This is an optimization exercise on Yosys and OpenROAD, whose aim is small area and few clock cycles, not a production implementation.
Only simulation tests tie the RTL to the original design; equivalence was not proved.
No driver is modelled on the clock port, so clocking that relies on it looks cheaper here than on a real chip.

==> 08-12 <==
// grapheme_cluster_segmenter
module grapheme_cluster_segmenter (
    input  wire logic        clk,
    input  wire logic        rst_n,
    input  wire logic        cfg_write_en,
    input  wire logic        cfg_write_data,
    input  wire logic        in_valid,
    output logic             in_stall,
    input  wire logic [5:0]  lb_class,
    input  wire logic [1:0]  width_class,
    input  wire logic [3:0]  gb_class,
    input  wire logic        is_thai,
    input  wire logic        end_of_text,
    output logic             out_valid,
    input  wire logic        out_stall,
    output logic [15:0]      cluster_start,
    output logic [15:0]      cluster_length,
    output logic [16:0]      cluster_columns,
    output logic [5:0]       cluster_break_class,
    output logic             text_done,
    output logic             last_of_run
);
    localparam logic [2:0] ST_NONE = 3'd0;
    localparam logic [2:0] ST_CR   = 3'd1;
    localparam logic [2:0] ST_RUN  = 3'd2;
    localparam logic [2:0] ST_GEN  = 3'd3;
    localparam logic [2:0] ST_L    = 3'd4;
    localparam logic [2:0] ST_V    = 3'd5;
    localparam logic [2:0] ST_T    = 3'd6;
    localparam logic [2:0] ST_PRE  = 3'd7;
    logic        thai_reg;
    logic [2:0]  s_st;
    logic        s_pend;
    logic [15:0] s_len;
    logic [16:0] s_tot;
    logic [1:0]  s_base;
    logic [5:0]  s_hlb;
    logic        s_hext;
    logic        s_hth;
    logic        o_valid;
    logic [15:0] o_start;
    logic [15:0] o_len;
    logic [16:0] o_cols;
    logic [5:0]  o_cls;
    logic        o_done;
    logic        o_last;
    function automatic logic [5:0] resolve(input logic [5:0] lb, input logic ext,
  ...
==> flow/config.mk <==
export PLATFORM = sky130hd
export DESIGN_NAME = grapheme_cluster_segmenter
export DESIGN_NICKNAME = grapheme_cluster_segmenter
export VERILOG_FILES = /design/flow/design.v
export SDC_FILE = /design/flow/constraint.sdc
export NUM_CORES = 4
export LEC_CHECK = 0
export CAP_MARGIN = 20
export CORE_MARGIN = 2
export CORE_UTILIZATION = 70
export PLACE_DENSITY = 0.75
export SLEW_MARGIN = 20
export BUFFER_PORTS_ARGS = -buffer_cell sky130_fd_sc_hd__buf_1
export CTS_ARGS = -sink_clustering_enable -repair_clock_nets -dont_use_dummy_load -buf_list {sky130_fd_sc_hd__clkbuf_4 sky130_fd_sc_hd__clkbuf_8} -sink_clustering_size 16 -sink_clustering_max_diameter 60
==> flow/constraint.sdc <==
create_clock -name core_clock -period 12.0 [get_ports {clk}]
set_input_delay 2.4000 -clock core_clock [delete_from_list [all_inputs] [get_ports {clk}]]
set_output_delay 2.4000 -clock core_clock [all_outputs]
set_load 0.01 [all_outputs]
standard.sh (not shown) runs the stock make flow with config.mk's settings and CLKGATE_MAP_FILE= SYNTH_SCRIPT=/design/flow/synth_recipe.tcl, a recipe that flattens the netlist after the stock synthesis.
==> flow/flow/run.sh <==
#!/bin/bash
# The standard layout, with the smallest buffer on the ports instead of clkdlybuf4s50_1,
# and a clock tree of small buffers without dummy loads.
set -euo pipefail
cat >> config.mk <<'EOC'
export BUFFER_PORTS_ARGS = -buffer_cell sky130_fd_sc_hd__buf_1
export CTS_ARGS = -sink_clustering_enable -repair_clock_nets -dont_use_dummy_load -buf_list {sky130_fd_sc_hd__clkbuf_4 sky130_fd_sc_hd__clkbuf_8} -sink_clustering_size 16 -sink_clustering_max_diameter 60
EOC
bash standard.sh finish > standard_flow.log 2>&1
==> inputs of 11-28, as changes to 08-12 <==
==> flow/design.v (replaced) <==
`default_nettype none
module grapheme_cluster_segmenter (
    input  wire logic        clk,
    input  wire logic        rst_n,
    input  wire logic        cfg_write_en,
    input  wire logic        cfg_write_data,
    input  wire logic        in_valid,
    output logic             in_stall,
    input  wire logic [5:0]  lb_class,
    input  wire logic [1:0]  width_class,
    input  wire logic [3:0]  gb_class,
    input  wire logic        is_thai,
    input  wire logic        end_of_text,
    output logic             out_valid,
    input  wire logic        out_stall,
    output logic [15:0]      cluster_start,
    output logic [15:0]      cluster_length,
    output logic [16:0]      cluster_columns,
    output logic [5:0]       cluster_break_class,
    output logic             text_done,
    output logic             last_of_run
);
    localparam int unsigned KL = 2;    
    localparam int unsigned KC = 2;    
    localparam logic [2:0] ST_NONE = 3'd0;
    localparam logic [2:0] ST_CR   = 3'd1;
    localparam logic [2:0] ST_RUN  = 3'd2;
    localparam logic [2:0] ST_GEN  = 3'd3;
    localparam logic [2:0] ST_L    = 3'd4;
    localparam logic [2:0] ST_V    = 3'd5;
    localparam logic [2:0] ST_T    = 3'd6;
    localparam logic [2:0] ST_PRE  = 3'd7;
    logic        thai_reg;
    logic [2:0]  s_st;
    logic        s_pend;
    logic [KL-1:0] s_len;
    logic [KC-1:0] s_tot;
    logic [15:KL]  u_len;
    logic [16:KC]  u_tot;
    logic [1:0]  s_nb;       
    logic [5:0]  s_cls;
    logic        s_sens;
    logic        o_valid;
    logic [15:0] o_start;
    logic [KL-1:0] o_len;
    logic [KC-1:0] o_cols;
    logic [5:0]  o_cls;
    logic        o_done;
    logic        o_last;
    function automatic logic [2:0] gen_state(input logic [3:0] gb);
        if (gb == 4'd7)
            gen_state = ST_L;
        else if (gb == 4'd8 || gb == 4'd10)
            gen_state = ST_V;
        else if (gb == 4'd9 || gb == 4'd11)
            gen_state = ST_T;
        else if (gb == 4'd6)
            gen_state = ST_PRE;
        else
            gen_state = ST_GEN;
    endfunction
    logic [1:0] cols;
    logic       g_cr, g_lf, g_ctrl, g_ext, g_l, g_v, g_t, g_lv, g_lvt;
    logic       l_bknl, l_run;
    logic [5:0] c_cls;
    logic       c_sens;
    assign cols   = {width_class == 2'd2, width_class[0]};
    assign g_cr   = gb_class == 4'd1;
    assign g_lf   = gb_class == 4'd2;
    assign g_ctrl = gb_class == 4'd3;
    assign g_ext  = gb_class == 4'd4 || gb_class == 4'd5;
    assign g_l    = gb_class == 4'd7;
    assign g_v    = gb_class == 4'd8;
    assign g_t    = gb_class == 4'd9;
    assign g_lv   = gb_class == 4'd10;
    assign g_lvt  = gb_class == 4'd11;
    assign l_bknl = lb_class == 6'd0 || lb_class == 6'd1;
    assign l_run  = lb_class == 6'd2 || lb_class == 6'd3 || lb_class == 6'd4;
    assign c_cls  = (lb_class == 6'd5) ? (g_ext ? 6'd6 : 6'd7) : lb_class;
    assign c_sens = lb_class == 6'd5 && is_thai;
    logic is_open, cap_ok, in_gen, hj, j_cr, j_run, j_gen, j_pre, joined;
    assign is_open = s_st != ST_NONE;
    assign cap_ok  = o_valid || ~&{u_len, s_len};
    assign in_gen  = s_st[2] || s_st == ST_GEN;
    assign hj      = (s_st == ST_L && (g_l || g_v || g_lv || g_lvt))
                  || (s_st == ST_V && (g_v || g_t))
                  || (s_st == ST_T && g_t);
    assign j_cr    = s_st == ST_CR && g_lf;
    assign j_run   = s_st == ST_RUN && lb_class[5:3] == 3'd0 && lb_class[2:0] == s_cls[2:0];
    assign j_gen   = in_gen && !(g_ctrl || g_cr || g_lf) && (hj || g_ext || s_st == ST_PRE);
    assign j_pre   = !hj && !g_ext;
    assign joined  = cap_ok && (j_cr || j_run || j_gen);
    logic o_free, take, accept, fresh, n_close, from_s, grow;
    assign o_free   = !o_valid || !out_stall;
    assign take     = o_valid && !out_stall;
    assign in_stall = joined ? (o_valid && grow) : ((is_open || s_pend) && !o_free);
    assign accept   = in_valid && !in_stall;
    assign fresh    = accept && !joined;
    assign n_close  = l_bknl || g_lf || end_of_text || (g_ctrl && !l_run);
    assign from_s   = o_free && (s_pend || (fresh && is_open));
    logic [1:0]  add;
    logic [15:0] start_sum, len_inc;
    logic [16:0] start_c, len_c;
    logic [16:0] tot_sum;
    logic [17:0] tot_c;
    always_comb
    begin
        start_c[0] = 1'b0;
        len_c[0]   = 1'b1;
        for (int i = 0; i < 16; i++)
        begin
            start_sum[i] = o_start[i] ^ cluster_length[i] ^ start_c[i];
            start_c[i+1] = (o_start[i] & cluster_length[i]) | (start_c[i] & (o_start[i] ^ cluster_length[i]));
            len_inc[i]   = ((i < KL) ? s_len[i % KL] : u_len[i]) ^ len_c[i];
            len_c[i+1]   = ((i < KL) ? s_len[i % KL] : u_len[i]) & len_c[i];
        end
        tot_sum[0] = s_tot[0] ^ add[0];
        tot_c[1]   = s_tot[0] & add[0];
        tot_sum[1] = s_tot[1] ^ add[1] ^ tot_c[1];
        tot_c[2]   = (s_tot[1] & add[1]) | (tot_c[1] & (s_tot[1] ^ add[1]));
        for (int i = 2; i < 17; i++)
        begin
            tot_sum[i] = ((i < KC) ? s_tot[i % KC] : u_tot[i]) ^ tot_c[i];
            tot_c[i+1] = ((i < KC) ? s_tot[i % KC] : u_tot[i]) & tot_c[i];
        end
    end
    assign grow = len_c[KL] || tot_c[KC];
    logic [15:0] x_len;
    logic [16:0] x_tot;
    logic [1:0]  x_nb;
    logic [5:0]  x_cls;
    logic        x_sens;
    logic [2:0]  x_st;
    logic        x_close;
    always_comb
    begin
        if (j_cr)
            add = 2'd0;
        else if (hj)
            add = s_nb;
        else
            add = cols;
        x_len = fresh ? 16'd1 : len_inc;
        x_tot = fresh ? {15'd0, cols} : tot_sum;
        x_cls  = (fresh || (j_gen && j_pre)) ? c_cls : s_cls;
        x_sens = (fresh || (j_gen && j_pre)) ? c_sens : s_sens;
        if (fresh || (j_gen && j_pre))
            x_nb = {width_class == 2'd0, width_class[0]};
        else if (hj)
            x_nb = 2'd0;
        else
            x_nb = s_nb;
        if (fresh)
        begin
            if (g_cr)
                x_st = ST_CR;
            else if (l_run)
                x_st = ST_RUN;
            else
                x_st = gen_state(gb_class);
        end
        else if (j_gen && (hj || !g_ext))
            x_st = gen_state(gb_class);
        else
            x_st = s_st;
        x_close = fresh ? n_close : (j_cr || end_of_text);
    end
    always_ff @(posedge clk or negedge rst_n)
    begin
        if (!rst_n)
            thai_reg <= 1'b0;
        else if (cfg_write_en)
            thai_reg <= cfg_write_data;
    end
    always_ff @(posedge clk or negedge rst_n)
    begin
        if (!rst_n)
        begin
            s_st   <= ST_NONE;
            s_pend <= 1'b0;
        end
        else if (accept)
        begin
            s_st   <= x_close ? ST_NONE : x_st;
            s_pend <= x_close;
        end
        else if (from_s)
            s_pend <= 1'b0;
    end
    always_ff @(posedge clk)
    begin
        if (take || (!o_valid && accept && !from_s))
        begin
            u_len <= take ? '0 : x_len[15:KL];
            u_tot <= take ? '0 : x_tot[16:KC];
        end
    end
    always_ff @(posedge clk)
    begin
        if (accept)
        begin
            s_len  <= x_len[KL-1:0];
            s_tot  <= x_tot[KC-1:0];
            s_nb   <= x_close ? {1'b0, end_of_text} : x_nb;
            s_cls  <= x_cls;
            s_sens <= x_sens && (thai_reg || !x_close);
        end
    end
    logic o_first;
    always_ff @(posedge clk or negedge rst_n)
    begin
        if (!rst_n)
        begin
            o_valid <= 1'b0;
            o_first <= 1'b1;
            o_done  <= 1'b1;
        end
        else
        begin
            if (o_free)
                o_valid <= from_s;
            o_first <= 1'b0;
            if (from_s)
                o_done <= s_pend && s_nb[0];
        end
    end
    always_ff @(posedge clk)
    begin
        if (take || o_first)
            o_start <= o_done ? 16'd0 : start_sum;
    end
    always_ff @(posedge clk)
    begin
        if (from_s)
        begin
            o_len   <= s_len;
            o_cols  <= s_tot;
            o_cls   <= (s_sens && (s_pend || thai_reg)) ? 6'd5 : s_cls;
            o_last  <= s_pend || !n_close;
        end
    end
    assign out_valid           = o_valid;
    assign cluster_start       = o_start;
    assign cluster_length      = {u_len, o_len};
    assign cluster_columns     = {u_tot, o_cols};
    assign cluster_break_class = o_cls;
    assign text_done           = o_done;
    assign last_of_run         = o_last;
endmodule
`default_nettype wire
==> flow/flow/run.sh (replaced) <==
#!/bin/bash
# The standard layout, with the smallest buffer on the ports instead of clkdlybuf4s50_1,
# a clock tree without dummy loads, and its smaller leaf buffers one size smaller.
set -euo pipefail
cat >> config.mk <<'EOC'
export BUFFER_PORTS_ARGS = -buffer_cell sky130_fd_sc_hd__buf_1
export CTS_ARGS = -sink_clustering_enable -repair_clock_nets -dont_use_dummy_load -buf_list {sky130_fd_sc_hd__clkbuf_4 sky130_fd_sc_hd__clkbuf_8} -sink_clustering_size 16 -sink_clustering_max_diameter 60
EOC
bash standard.sh cts > standard_flow_cts.log 2>&1
RES=orfs/results/sky130hd/grapheme_cluster_segmenter/base openroad -no_init -exit flow/shrink_clk.tcl > shrink_clk.log 2>&1
bash standard.sh finish > standard_flow.log 2>&1
==> flow/flow/shrink_clk.tcl (new file) <==
# Swap the clock tree's leaf buffers that drive at most 10 flip-flops for the next smaller
# clock buffer; the root and the larger leaves stay.
set res $::env(RES)
read_db $res/4_cts.odb
set lib [[ord::get_db] findMaster sky130_fd_sc_hd__clkbuf_4]
foreach inst [[ord::get_db_block] getInsts] {
  set m [[$inst getMaster] getName]
  if {$m eq "sky130_fd_sc_hd__clkbuf_8" && [string match clkbuf_*_*__f_* [$inst getName]]
      && [llength [[[$inst findITerm X] getNet] getITerms]] <= 11} {
    puts "swap [$inst getName]"
    $inst swapMaster $lib
  }
}
write_db $res/4_cts.odb
==> comparison table <==
| item | 08-12 | 11-28 |
|---|---|---|
| Run status | no timing/DRC/antenna violations | no timing/DRC/antenna violations |
| Number of logic inverters in the finished layout | 12 | 6 |
| Portion of netlist area occupied by mux cells | 1.43% | 2.73% |
| Fillers | 420 | 364 |
| Hold-critical path endpoint | o_cols[2]$_DFFE_PP_ | o_len[1]$_DFFE_PP_ |
| Share of post-route cells with drive strength above 1 | 6.88% | 9.26% |
| Full die area | 0.00783 mm2 | 0.00659 mm2 |
| Well-tap cell count | 96 | 75 |
| Post-synthesis xor/xnor area fraction | 1.75% | 1.47% |
| Multi-input combinational area share | 31.8% | 39.6% |
| Minimum clock period | 6.88 ns | 7.35 ns |
| FF/Latch Area | 0.00315 mm2 | 0.00227 mm2 |
| Cells after Synth | 329 | 304 |
| Synth-to-Final Area Change | 9.96% | 10.4% |
| Area of the multi-input gates | 0.00175 mm2 | 0.00182 mm2 |
| M3 GR Usage | 5.13% | 8.00% |
| Data arrival, critical path | 6.97 ns | 4.95 ns |
| Worst setup SP type | flop | input port |
| Cell count along the critical path | 18 | 12 |
| HPWL reported at the end of detailed placement | 6250 um | 6170 um |
Testbench counts of 08-12, summed over its fixed seeds: cycles 52,865.
Testbench counts of 11-28, summed over its fixed seeds: cycles 52,865.

==> separate check: timing with driven ports <==
Ports are ideal in the flow. The routed layouts listed here were re-timed in OpenROAD. Step 1 assumes that a clkbuf_16 drives the clock port and a buf_2 every other input. Step 2 adds t to the input delays and takes it off the output delays; t is the mean of the earliest and latest rising clock arrival at the registers after step 1. Input paths then give back, and output paths get back, about the clock's delay inside the block. Three values: ideal ports, drivers, drivers and shift; two values: the first two.
run	t (ns)	slack for setup (ns)	hold slack, ns	clock arrival spread, ns	cell pins on the clock port's net
08-12	0.379	5.122 / 5.122 / 4.759	0.457 / 0.457 / 0.457	0.027 / 0.026	1
11-28	0.369	4.646 / 4.623 / 4.412	0.485 / 0.485 / 0.485	0.029 / 0.029	1
After both steps setup and hold are still met in every run listed. For 08-12, which loses most, drivers alone change the setup slack by 0.000 ns; drivers and shift together by -0.363 ns.
